This design comes from an exercise in tuning for small area on the open sky130 flow, not from production work.
The RTL was checked by simulation tests, not by an equivalence proof against the original design.
Power and IR drop assume default switching activity.

== try-cedar ==
==> flow/design.v <==
module smem_replay_controller #(
  parameter int unsigned NUM_LANES = 8,
  parameter int unsigned NUM_BANKS = 8,
  parameter int unsigned ADDR_W    = 12,
  parameter int unsigned DATA_W    = 32
) (
  input  logic                                               clk,
  input  logic                                               rst_n,
  input  logic                                               req_valid,
  output logic                                               req_ready,
  input  logic                                               req_we,
  input  logic [NUM_LANES-1:0]                               req_lane_mask,
  input  logic [NUM_LANES*ADDR_W-1:0]                        req_addr,
  input  logic [NUM_LANES*DATA_W-1:0]                        req_wdata,
  output logic [NUM_LANES*$clog2(NUM_BANKS)-1:0]             arb_bank,
  output logic [NUM_LANES-1:0]                               arb_pending,
  input  logic [NUM_LANES-1:0]                               arb_grant,
  output logic [NUM_BANKS-1:0]                               bank_en,
  output logic                                               bank_we,
  output logic [NUM_BANKS*(ADDR_W-$clog2(NUM_BANKS)-2)-1:0]  bank_row,
  output logic [NUM_BANKS*DATA_W-1:0]                        bank_wdata,
  input  logic [NUM_BANKS*DATA_W-1:0]                        bank_rdata,
  output logic                                               resp_valid,
  input  logic                                               resp_ready,
  output logic [NUM_LANES*DATA_W-1:0]                        resp_rdata,
  output logic [7:0]                                         replay_cnt
);
  localparam int unsigned BANK_W = $clog2(NUM_BANKS);
  localparam int unsigned ROW_W  = ADDR_W - BANK_W - 2;
  localparam int unsigned CNT_W  = 8;
  logic                 busy_q, issue_q, resp_q;
  logic                 we_q;
  logic [NUM_LANES-1:0] pending_q;
  logic [NUM_LANES-1:0] served_q;
  logic [CNT_W-1:0]     cnt_q;
  logic [ADDR_W-1:0]    addr_q  [NUM_LANES];
  logic [DATA_W-1:0]    data_q  [NUM_LANES];
  logic                 accept;
  logic [NUM_LANES-1:0] eff, served, done;
  logic [NUM_BANKS-1:0] dec [NUM_LANES];    
  logic [NUM_BANKS-1:0] hit [NUM_LANES];    
  logic [NUM_BANKS-1:0] win [NUM_LANES];    
  logic                 last;
  assign accept      = !busy_q && req_valid;
  assign req_ready   = !busy_q;
  assign resp_valid  = resp_q;
  assign arb_pending = pending_q;
  assign replay_cnt  = cnt_q;
  always_comb begin
    for (int l = 0; l < NUM_LANES; l++) begin
      arb_bank[l*BANK_W +: BANK_W] = addr_q[l][BANK_W+1:2];
      for (int b = 0; b < NUM_BANKS; b++) dec[l][b] = (addr_q[l][BANK_W+1:2] == BANK_W'(b));
    end
  end
  assign eff = arb_grant & pending_q & {NUM_LANES{issue_q}};
  always_comb begin
    logic [NUM_BANKS-1:0] taken;
    taken = '0;
    for (int l = 0; l < NUM_LANES; l++) begin
      hit[l]    = dec[l] & {NUM_BANKS{eff[l]}};
      win[l]    = hit[l] & ~taken;
      taken     = taken | hit[l];
      served[l] = |win[l];
    end
    bank_en = taken;
  end
  assign bank_we = we_q;
  logic                 ld;
  logic [NUM_LANES-1:0] cap;
  logic [DATA_W-1:0]    x    [NUM_BANKS];
  logic [NUM_BANKS-1:0] sel  [NUM_LANES];
  logic [DATA_W-1:0]    tree [NUM_LANES];
  assign ld = !we_q;
  always_comb begin
    for (int l = 0; l < NUM_LANES; l++) cap[l] = served_q[l] && busy_q && !resp_q;
    for (int j = 0; j < NUM_BANKS; j++) x[j] = ld ? bank_rdata[j*DATA_W +: DATA_W] : data_q[j];
    for (int k = 0; k < NUM_LANES; k++) begin
      tree[k] = '0;
      for (int j = 0; j < NUM_BANKS; j++) begin
        sel[k][j] = ld ? (cap[k] && dec[k][j]) : win[j][k];
        tree[k]   = tree[k] | (x[j] & {DATA_W{sel[k][j]}});
      end
    end
  end
  always_comb begin
    bank_row = '0;
    for (int b = 0; b < NUM_BANKS; b++) begin
      bank_wdata[b*DATA_W +: DATA_W] = tree[b];
      for (int l = 0; l < NUM_LANES; l++)
        bank_row[b*ROW_W +: ROW_W] = bank_row[b*ROW_W +: ROW_W]
                                     | (addr_q[l][ADDR_W-1:BANK_W+2] & {ROW_W{win[l][b]}});
    end
  end
  always_comb begin
    done = served;
    for (int j = 0; j < NUM_LANES; j++) begin
      for (int i = 0; i < NUM_LANES; i++) begin
        if (i != j && !we_q && pending_q[j] && served[i] && addr_q[i] == addr_q[j]) done[j] = 1'b1;
      end
    end
  end
  assign last = (pending_q & ~done) == '0;
  always_ff @(posedge clk or negedge rst_n) begin
    if (!rst_n) begin
      busy_q    <= 1'b0;
      issue_q   <= 1'b0;
      resp_q    <= 1'b0;
      pending_q <= '0;
    end else begin
      if (accept) begin
        busy_q    <= 1'b1;
        issue_q   <= (req_lane_mask != '0);
        resp_q    <= (req_lane_mask == '0);
        pending_q <= req_lane_mask;
      end else if (issue_q) begin
        pending_q <= pending_q & ~done;
        if (last) begin
          issue_q <= 1'b0;
          resp_q  <= we_q;
        end
      end else if (resp_q) begin
        if (resp_ready) begin
          resp_q <= 1'b0;
          busy_q <= 1'b0;
        end
      end else if (busy_q) begin
        resp_q <= 1'b1;    
      end
    end
  end
  always_ff @(posedge clk) begin
    served_q <= done;
    if (accept) begin
      we_q  <= req_we;
      cnt_q <= '0;
    end else if (issue_q && cnt_q != '1) begin
      cnt_q <= cnt_q + CNT_W'(1);
    end
    for (int l = 0; l < NUM_LANES; l++) begin
      logic hold;
      if (accept) addr_q[l] <= req_addr[l*ADDR_W +: ADDR_W];
      hold = !accept && !(served[l] && we_q);
      data_q[l] <= (req_wdata[l*DATA_W +: DATA_W] & {DATA_W{accept && req_we && req_lane_mask[l]}})
                 | (data_q[l] & {DATA_W{hold}})
                 | (tree[l] & {DATA_W{ld}});
    end
  end
  always_comb begin
    for (int l = 0; l < NUM_LANES; l++) resp_rdata[l*DATA_W +: DATA_W] = data_q[l];
  end
endmodule
==> flow/config.mk <==
export PLATFORM = sky130hd
export DESIGN_NAME = smem_replay_controller
export DESIGN_NICKNAME = smem_replay_controller
export VERILOG_FILES = /design/flow/design.v
export SDC_FILE = /design/flow/constraint.sdc
export NUM_CORES = 4
export LEC_CHECK = 0
export CAP_MARGIN = 20
export CORE_MARGIN = 2
export CORE_UTILIZATION = 25
export PLACE_DENSITY = 0.35
export SLEW_MARGIN = 20
==> flow/constraint.sdc <==
create_clock -name core_clock -period 20.0 [get_ports {clk}]
set_input_delay 4.0000 -clock core_clock [delete_from_list [all_inputs] [get_ports {clk}]]
set_output_delay 4.0000 -clock core_clock [all_outputs]
set_load 0.01 [all_outputs]
standard.sh (not shown) runs the stock make flow with config.mk's settings and CLKGATE_MAP_FILE= SYNTH_SCRIPT=/design/flow/synth_recipe.tcl, a recipe that flattens the netlist after the stock synthesis.
==> flow/flow/run.sh <==
#!/bin/bash
# The standard layout with these changes:
# - synthesis maps logic with an area-oriented ABC script (flow/my_synth.tcl, flow/area.abc);
# - every port is buffered with the smallest plain buffer (buf_1);
# - the clock tree is built from clkbuf_4/clkbuf_8 without dummy loads;

set -euo pipefail
HERE=$(pwd)
export BUFFER_PORTS_ARGS="-buffer_cell sky130_fd_sc_hd__buf_1"
export MY_ABC_SCRIPT=$HERE/flow/area.abc
export CTS_ARGS="-sink_clustering_enable -repair_clock_nets -dont_use_dummy_load -buf_list {sky130_fd_sc_hd__clkbuf_4 sky130_fd_sc_hd__clkbuf_8}"
sed "s#SYNTH_SCRIPT=[^ ]*#SYNTH_SCRIPT=$HERE/flow/my_synth.tcl#" standard.sh > my_standard.sh
bash my_standard.sh synth > synth.log 2>&1
bash standard.sh > standard.log 2>&1
==> flow/flow/area.abc <==
&get -n
&st
&syn2
&synch2
&dch -f
&nf -a -R 1000
&put
==> flow/flow/my_synth.tcl <==
# The standard synthesis script, with ABC's technology mapping run from an area-oriented
# script (flow/area.abc) instead of ORFS's speed script. Registers are mapped before ABC runs,
# so they are the same as the standard synthesis's.
proc synth {args} { yosys synth -nofsm -noshare {*}$args }
proc abc {args} {
  set i [lsearch -exact $args -script]
  if { $i >= 0 } { set args [lreplace $args [expr {$i + 1}] [expr {$i + 1}] $::env(MY_ABC_SCRIPT)] }
  yosys abc {*}$args
}
source $::env(SCRIPTS_DIR)/synth.tcl
# left out here: clear keep_hierarchy, flatten, clean up, hide names made inside functions, write 1_2_yosys.v
Modified inputs, try-zinc compared to try-cedar
Settings: PLACE_DENSITY: 0.35 -> 0.6; SLEW_MARGIN: 20 -> 0; GPL_TIMING_DRIVEN: unset -> 0; CORE_UTILIZATION: 25 -> 45; CAP_MARGIN: 20 -> 0.
diff --git a/flow/flow/run.sh b/flow/flow/run.sh
--- a/flow/flow/run.sh
+++ b/flow/flow/run.sh
@@ -5,3 +5,3 @@
 # - the clock tree is built from clkbuf_4/clkbuf_8 without dummy loads;
-
+# - global placement is not timing driven (timing is loose at this period).
 set -euo pipefail
--- outcome ---
Looking across try-zinc and try-cedar, the single run that reached the end with no open violations was try-cedar. What ended try-zinc was a tool error in I/O pin placement; the run never finished. Comparing try-cedar against try-zinc, there is no change at all in number of instances in the synthesized netlist. Fraction of synthesis flops using an asynchronous set or reset pin came out exactly the same in try-zinc and try-cedar. From try-zinc to try-cedar, synthesized area did not move at all. Xor and xnor fraction of the mapped netlist area: try-cedar vs try-zinc identical. Taking try-cedar as the reference, in try-zinc vertical extent of the die now smaller, effective utilization at floorplan now larger, chip width now smaller, number of distinct standard cells referenced by the synthesized netlist comparable, placement row count now smaller.
Edits applied to the flow inputs when going from try-zinc to try-ember:
Settings: CORE_UTILIZATION now 25, was 45; CAP_MARGIN now 20, was 0; GPL_TIMING_DRIVEN no longer set, was 0; PLACE_DENSITY now 0.35, was 0.6; SLEW_MARGIN now 20, was 0.
==> flow/flow/run.sh <==
#!/bin/bash
# The standard layout with two changes:
# - synthesis maps logic with an area-oriented ABC script (flow/my_synth.tcl, flow/area.abc);
# - every port is buffered with the smallest plain buffer (buf_1).
set -euo pipefail
HERE=$(pwd)
export BUFFER_PORTS_ARGS="-buffer_cell sky130_fd_sc_hd__buf_1"
export MY_ABC_SCRIPT=$HERE/flow/area.abc
sed "s#SYNTH_SCRIPT=[^ ]*#SYNTH_SCRIPT=$HERE/flow/my_synth.tcl#" standard.sh > my_standard.sh
bash my_standard.sh synth > synth.log 2>&1
bash standard.sh > standard.log 2>&1
==> flow/flow/area.abc <==
&get -n
&st
&syn2
&dch -f
&nf -a -R 1000
&st
&syn2
&dch -f
&nf -a -R 1000
&put
==> results.txt <==
- In the reports for try-ember and try-zinc, the larger overall die height belongs to try-ember.
- Relative to try-zinc, the post-synth net total measured on try-ember has increased by a few percent.
- try-ember finished every stage and its layout cleared the timing, design-rule and antenna checks.
- Relative to try-zinc, the mapped cell area of try-ember is higher by 1500 um^2.
- In try-ember the area share of xor/xnor cells in the synthesized design turned out 0.59 points lower than in try-zinc.
Modified inputs, try-onyx compared to try-ember
==> flow/flow/run.sh <==
#!/bin/bash
set -euo pipefail
export BUFFER_PORTS_ARGS="-buffer_cell sky130_fd_sc_hd__buf_1"
bash standard.sh > standard.log 2>&1
removed: flow/flow/area.abc
removed: flow/flow/my_synth.tcl
## What came out
In try-onyx the combinational fraction of design power turned out 0.5 points higher than in try-ember.
try-onyx — number of cells in the design after placement about 3% higher, try-ember as reference
On count of fill cells added during filler insertion: try-onyx sits above try-ember.
| worst slew margin relative to its limit | try-onyx vs try-ember | better |
The number of global-route vias before repair in try-onyx was lower than what try-ember gave.
Sort try-ember and try-onyx by area fraction in and, or, nand and nor cells after synthesis desc -> top: try-onyx
try-onyx gives less logic depth of the worst path, buffers included than try-ember did.
| share of synthesized cell area in full adder, half adder and majority cells | try-onyx vs try-ember | ≈ equal |
Final worst-path cycle share: try-onyx higher than try-ember
Going from try-ember to try-onyx, the largest net degree at the start of global routing was found to have gone down by 5.

-- separate check: timing with driven ports --
The flow's constraints put no driver on any port. The routed layouts listed below were extracted and timed again, unchanged, in two steps.
Step 1: set_driving_cell puts a clkbuf_16 on clk and a buf_2 on each other input, an assumption about the parent block.
Step 2 moves the port delays by t, midway between the first and last clock arrival at a register: inputs arrive t later, outputs are due t later. That takes back most of the time a late clock gives input paths.
Three values: no drivers, after step 1, after step 2; two values: the first two.
run	t (ns)	setup WS [ns]	worst setup path after step 2	latest minus earliest clock arrival (ns)	cell pins on the clock port's net
try-cedar	0.889	7.429 / 7.338 / 7.338	input to output	0.089 / 0.090	1
try-ember	0.770	7.428 / 7.386 / 7.386	input to output	0.032 / 0.031	1
try-onyx	0.770	7.183 / 7.145 / 7.145	input to output	0.071 / 0.071	1
After both steps setup and hold are still met in every run listed. The setup slack of try-cedar, which loses most, moves by -0.091 ns with the drivers and by -0.091 ns with both steps.
